Context: an optimization exercise on an open-source flow, tuned for small area. The choices shown serve that exercise and are no tape-out recipe. Function was checked by simulation only, so behaviour that the tests miss may differ from the original. Power figures rest on the tool's default switching activity, not on a simulated workload.

==> inputs of yarrow <==
==> flow/design.v <==
module regfile_sb #(
    parameter int DATA_W   = 32,
    parameter int ADDR_W   = 5,
    parameter bit ZERO_REG = 1'b1
) (
    input  logic              clk,
    input  logic              reset_n,
    input  logic [ADDR_W-1:0] rd_addr_a,
    output logic [DATA_W-1:0] rd_data_a,
    output logic              pend_a,
    input  logic [ADDR_W-1:0] rd_addr_b,
    output logic [DATA_W-1:0] rd_data_b,
    output logic              pend_b,
    input  logic              wr_en,
    input  logic [ADDR_W-1:0] wr_addr,
    input  logic [DATA_W-1:0] wr_data,
    input  logic              rsv_en,
    input  logic [ADDR_W-1:0] rsv_addr,
    input  logic              clr_req,
    output logic              clr_busy
);
    localparam int DEPTH = 2 ** ADDR_W;
    localparam logic [0:0] S_IDLE  = 1'b0;
    localparam logic [0:0] S_CLEAR = 1'b1;
    logic [DEPTH-1:0][DATA_W-1:0] mem_q, mem_d;
    logic [DEPTH-1:0]             pend_q, pend_d;
    logic [0:0]                   state_q, state_d;
    logic [ADDR_W-1:0]            idx_q, idx_d;
    logic                         busy;
    logic                         wr_ok;
    logic                         rsv_ok;
    assign busy     = (state_q == S_CLEAR);
    assign clr_busy = busy;
    assign wr_ok  = wr_en && !busy &&
                    !(ZERO_REG && (wr_addr == '0));
    assign rsv_ok = rsv_en && !busy &&
                    !(ZERO_REG && (rsv_addr == '0));
    always_comb begin
        rd_data_a = mem_q[rd_addr_a];
        if (ZERO_REG && (rd_addr_a == '0)) begin
            rd_data_a = '0;
        end else if (wr_ok && (wr_addr == rd_addr_a)) begin
            rd_data_a = wr_data;
        end
    end
    always_comb begin
        rd_data_b = mem_q[rd_addr_b];
        if (ZERO_REG && (rd_addr_b == '0)) begin
            rd_data_b = '0;
        end else if (wr_ok && (wr_addr == rd_addr_b)) begin
            rd_data_b = wr_data;
        end
    end
    assign pend_a = pend_q[rd_addr_a];
    assign pend_b = pend_q[rd_addr_b];
    always_comb begin
        mem_d   = mem_q;
        pend_d  = pend_q;
        state_d = state_q;
        idx_d   = idx_q;
        if (busy) begin
            mem_d[idx_q]  = '0;
            pend_d[idx_q] = 1'b0;
            idx_d         = idx_q + 1'b1;
            if (idx_q == ADDR_W'(DEPTH - 1)) begin
                state_d = S_IDLE;
                idx_d   = '0;
            end
        end else begin
            if (clr_req) begin
                state_d = S_CLEAR;
                idx_d   = '0;
            end
            if (wr_ok) begin
                mem_d[wr_addr]  = wr_data;
                pend_d[wr_addr] = 1'b0;
            end
            if (rsv_ok) begin
                pend_d[rsv_addr] = 1'b1;
            end
        end
    end
    always_ff @(posedge clk or negedge reset_n) begin
        if (!reset_n) begin
            mem_q   <= '0;
            pend_q  <= '0;
            state_q <= S_IDLE;
            idx_q   <= '0;
        end else begin
            mem_q   <= mem_d;
            pend_q  <= pend_d;
            state_q <= state_d;
            idx_q   <= idx_d;
        end
    end
endmodule
==> flow/run.sh <==
#!/bin/bash
# synth_recipe.tcl (not shown) runs the flow's synth.tcl, then flattens the netlist and writes it again
# the make line also repeats each setting of config.mk as NAME=value (left out here)
make -C /OpenROAD-flow-scripts/flow DESIGN_CONFIG=/design/flow/config.mk WORK_HOME=/design/flow/orfs CLKGATE_MAP_FILE= SYNTH_SCRIPT=/design/flow/synth_recipe.tcl finish
==> flow/config.mk <==
export PLATFORM = sky130hd
export DESIGN_NAME = regfile_sb
export DESIGN_NICKNAME = regfile_sb
export VERILOG_FILES = /design/flow/design.v
export SDC_FILE = /design/flow/constraint.sdc
export NUM_CORES = 4
export LEC_CHECK = 0
export CAP_MARGIN = 20
export CORE_MARGIN = 2
export CORE_UTILIZATION = 40
export SETUP_SLACK_MARGIN = 0.2
export SLEW_MARGIN = 20
==> flow/constraint.sdc <==
create_clock -name core_clock -period 8.0 [get_ports {clk}]
set_input_delay 1.6000 -clock core_clock [delete_from_list [all_inputs] [get_ports {clk}]]
set_output_delay 1.6000 -clock core_clock [all_outputs]
set_load 0.01 [all_outputs]
==> harbor (differences from yarrow) <==
==> flow/design.v, changed modules only <==
module regfile_sb #(
    parameter int DATA_W   = 32,
    parameter int ADDR_W   = 5,
    parameter bit ZERO_REG = 1'b1
) (
    input  logic              clk,
    input  logic              reset_n,
    input  logic [ADDR_W-1:0] rd_addr_a,
    output logic [DATA_W-1:0] rd_data_a,
    output logic              pend_a,
    input  logic [ADDR_W-1:0] rd_addr_b,
    output logic [DATA_W-1:0] rd_data_b,
    output logic              pend_b,
    input  logic              wr_en,
    input  logic [ADDR_W-1:0] wr_addr,
    input  logic [DATA_W-1:0] wr_data,
    input  logic              rsv_en,
    input  logic [ADDR_W-1:0] rsv_addr,
    input  logic              clr_req,
    output logic              clr_busy
);
    localparam int DEPTH = 2 ** ADDR_W;
    logic [DEPTH-1:1][DATA_W-1:0] mem_q;
    logic [DEPTH-1:1]   vld_q;
    logic [DEPTH-1:1]   pend_q;
    logic               busy_q;
    logic [ADDR_W-1:0]  idx_q;
    logic               wr_ok, rsv_ok;
    logic [DEPTH-1:1]   we, rs, cl;
    assign clr_busy = busy_q;
    assign wr_ok  = wr_en  && !busy_q && (wr_addr  != '0);
    assign rsv_ok = rsv_en && !busy_q && (rsv_addr != '0);
    always_comb begin
        for (int i = 1; i < DEPTH; i++) begin
            we[i] = wr_ok  && (wr_addr  == ADDR_W'(i));
            rs[i] = rsv_ok && (rsv_addr == ADDR_W'(i));
            cl[i] = busy_q && (idx_q    == ADDR_W'(i));
        end
    end
    logic [DEPTH-1:1] sel_a, sel_b;
    logic             byp_a, byp_b;
    assign byp_a = wr_ok && (wr_addr == rd_addr_a);
    assign byp_b = wr_ok && (wr_addr == rd_addr_b);
    always_comb begin
        for (int i = 1; i < DEPTH; i++) begin
            sel_a[i] = !byp_a && vld_q[i] && (rd_addr_a == ADDR_W'(i));
            sel_b[i] = !byp_b && vld_q[i] && (rd_addr_b == ADDR_W'(i));
        end
    end
    for (genvar j = 0; j < DATA_W; j++) begin : g_rd
        logic [DEPTH-1:0] col;
        assign col[0] = wr_data[j];
        for (genvar i = 1; i < DEPTH; i++) begin : g_col
            assign col[i] = mem_q[i][j];
        end
        regfile_sb_andor #(.N(DEPTH)) u_a (.d(col), .s({sel_a, byp_a}), .y(rd_data_a[j]));
        regfile_sb_andor #(.N(DEPTH)) u_b (.d(col), .s({sel_b, byp_b}), .y(rd_data_b[j]));
    end
    logic [DEPTH-1:0] pend_full;
    assign pend_full = {pend_q, 1'b0};
    assign pend_a = pend_full[rd_addr_a];
    assign pend_b = pend_full[rd_addr_b];
    logic [DEPTH-1:1]             we_n;
    logic [DEPTH-1:1][DATA_W-1:0] mem_d;
    for (genvar i = 1; i < DEPTH; i++) begin : g_wr
        assign we_n[i] = !we[i];
        for (genvar j = 0; j < DATA_W; j++) begin : g_bit
            regfile_sb_hold u_h (
                .en(we[i]), .en_n(we_n[i]), .d(wr_data[j]), .q(mem_q[i][j]),
                .y(mem_d[i][j]));
        end
    end
    always_ff @(posedge clk) begin
        mem_q <= mem_d;
    end
    always_ff @(posedge clk or negedge reset_n) begin
        if (!reset_n) begin
            vld_q  <= '0;
            pend_q <= '0;
            busy_q <= 1'b0;
            idx_q  <= '0;
        end else begin
            for (int i = 1; i < DEPTH; i++) begin
                if (cl[i]) begin
                    vld_q[i]  <= 1'b0;
                    pend_q[i] <= 1'b0;
                end else begin
                    if (we[i]) vld_q[i] <= 1'b1;
                    if (rs[i]) pend_q[i] <= 1'b1;
                    else if (we[i]) pend_q[i] <= 1'b0;
                end
            end
            if (busy_q) begin
                idx_q <= idx_q + 1'b1;
                if (idx_q == ADDR_W'(DEPTH - 1)) busy_q <= 1'b0;
            end else if (clr_req) begin
                busy_q <= 1'b1;
            end
        end
    end
endmodule
module regfile_sb_andor #(
    parameter int N = 32
) (
    input  logic [N-1:0] d,
    input  logic [N-1:0] s,
    output logic         y
);
    localparam int G = (N + 2) / 3;
    logic [G-1:0] g_n;
    for (genvar k = 0; k < N / 3; k++) begin : g_aoi3
        regfile_sb_aoi222 u_g (
            .a(d[3*k]), .as(s[3*k]), .b(d[3*k+1]), .bs(s[3*k+1]),
            .c(d[3*k+2]), .cs(s[3*k+2]), .y(g_n[k]));
    end
    if (N % 3 == 2) begin : g_aoi2
        regfile_sb_aoi22 u_g (
            .a(d[N-2]), .as(s[N-2]), .b(d[N-1]), .bs(s[N-1]), .y(g_n[G-1]));
    end
    assign y = ~&g_n;
endmodule
module regfile_sb_aoi222 (
    input  logic a, as, b, bs, c, cs,
    output logic y
);
    assign y = ~((a & as) | (b & bs) | (c & cs));
endmodule
module regfile_sb_aoi22 (
    input  logic a, as, b, bs,
    output logic y
);
    assign y = ~((a & as) | (b & bs));
endmodule
module regfile_sb_hold (
    input  logic en,
    input  logic en_n,
    input  logic d,
    input  logic q,
    output logic y
);
    assign y = (en & d) | (en_n & q);
endmodule
--- a/flow/config.mk
+++ b/flow/config.mk
@@ -11,2 +11,4 @@
 export SETUP_SLACK_MARGIN = 0.2
 export SLEW_MARGIN = 20
+export SYNTH_HIERARCHICAL = 1
+export SYNTH_MINIMUM_KEEP_SIZE = 0
==> notes.md <==
quantity	yarrow	harbor
Run status	complete, no violations	complete, no violations
Sink Count	1062	1060
Headroom to the max-slew limit	0.0444	0.143
Adder-cell share of the synthesized area	0.00202	0.00178
Total area of sequential cells	0.0266 mm^2	0.0216 mm^2
Fraction of the cycle the final worst path needs	0.978	0.967
Layout cells sized above 1	0.221	0.145
Clock network power	5810 uW	5390 uW
PnR worst setup slack	0.173 ns	0.268 ns
Ratio of total power to cell area	306 mW/mm^2	254 mW/mm^2
Worst-case register-to-register setup slack	2.80 ns	4.07 ns
Starting Density	0.402	0.402
Largest area contributor in the synthesized netlist	dfrtp_1	dfxtp_1
Cell internal power dissipation	12700 uW	9540 uW
Worst voltage drop across the vdd grid	378 uV	206 uV
Synth Net Count	5510	3593
P_comb	8020 uW	1220 uW
Main flop type after synthesis	dfrtp_1	dfxtp_1
Total power draw	21800 uW	13000 uW
Worst setup timing slack at the placement stage	0.291 ns	0.244 ns

==> static timing again, ports no longer ideal <==
In the flow no input, the clock included, has a driving cell. The finished layouts below were timed again as built, in two steps. Step 1, drivers: a clkbuf_16 drives clk and a buf_2 each remaining input, both assumed. Step 2 also shifts input and output timing later by t, the mid clock arrival at the registers, as if the neighbouring blocks saw the same clock. a / b / c = no drivers / after step 1 / after step 2; a / b = the first two.
run	shift t [ns]	slack for setup (ns)	hold slack, ns	clock arrival spread, ns	cell pins on the clock port's net
yarrow	0.865	0.173 / 0.096 / 0.096	0.508 / 0.508 / 0.508	0.055 / 0.055	1
harbor	0.769	0.268 / 0.245 / 0.245	0.500 / 0.500 / 0.500	0.062 / 0.062	1
After both steps setup and hold are still met in every run listed. For yarrow, which loses most, drivers alone change the setup slack by -0.077 ns; drivers and shift together by -0.077 ns.
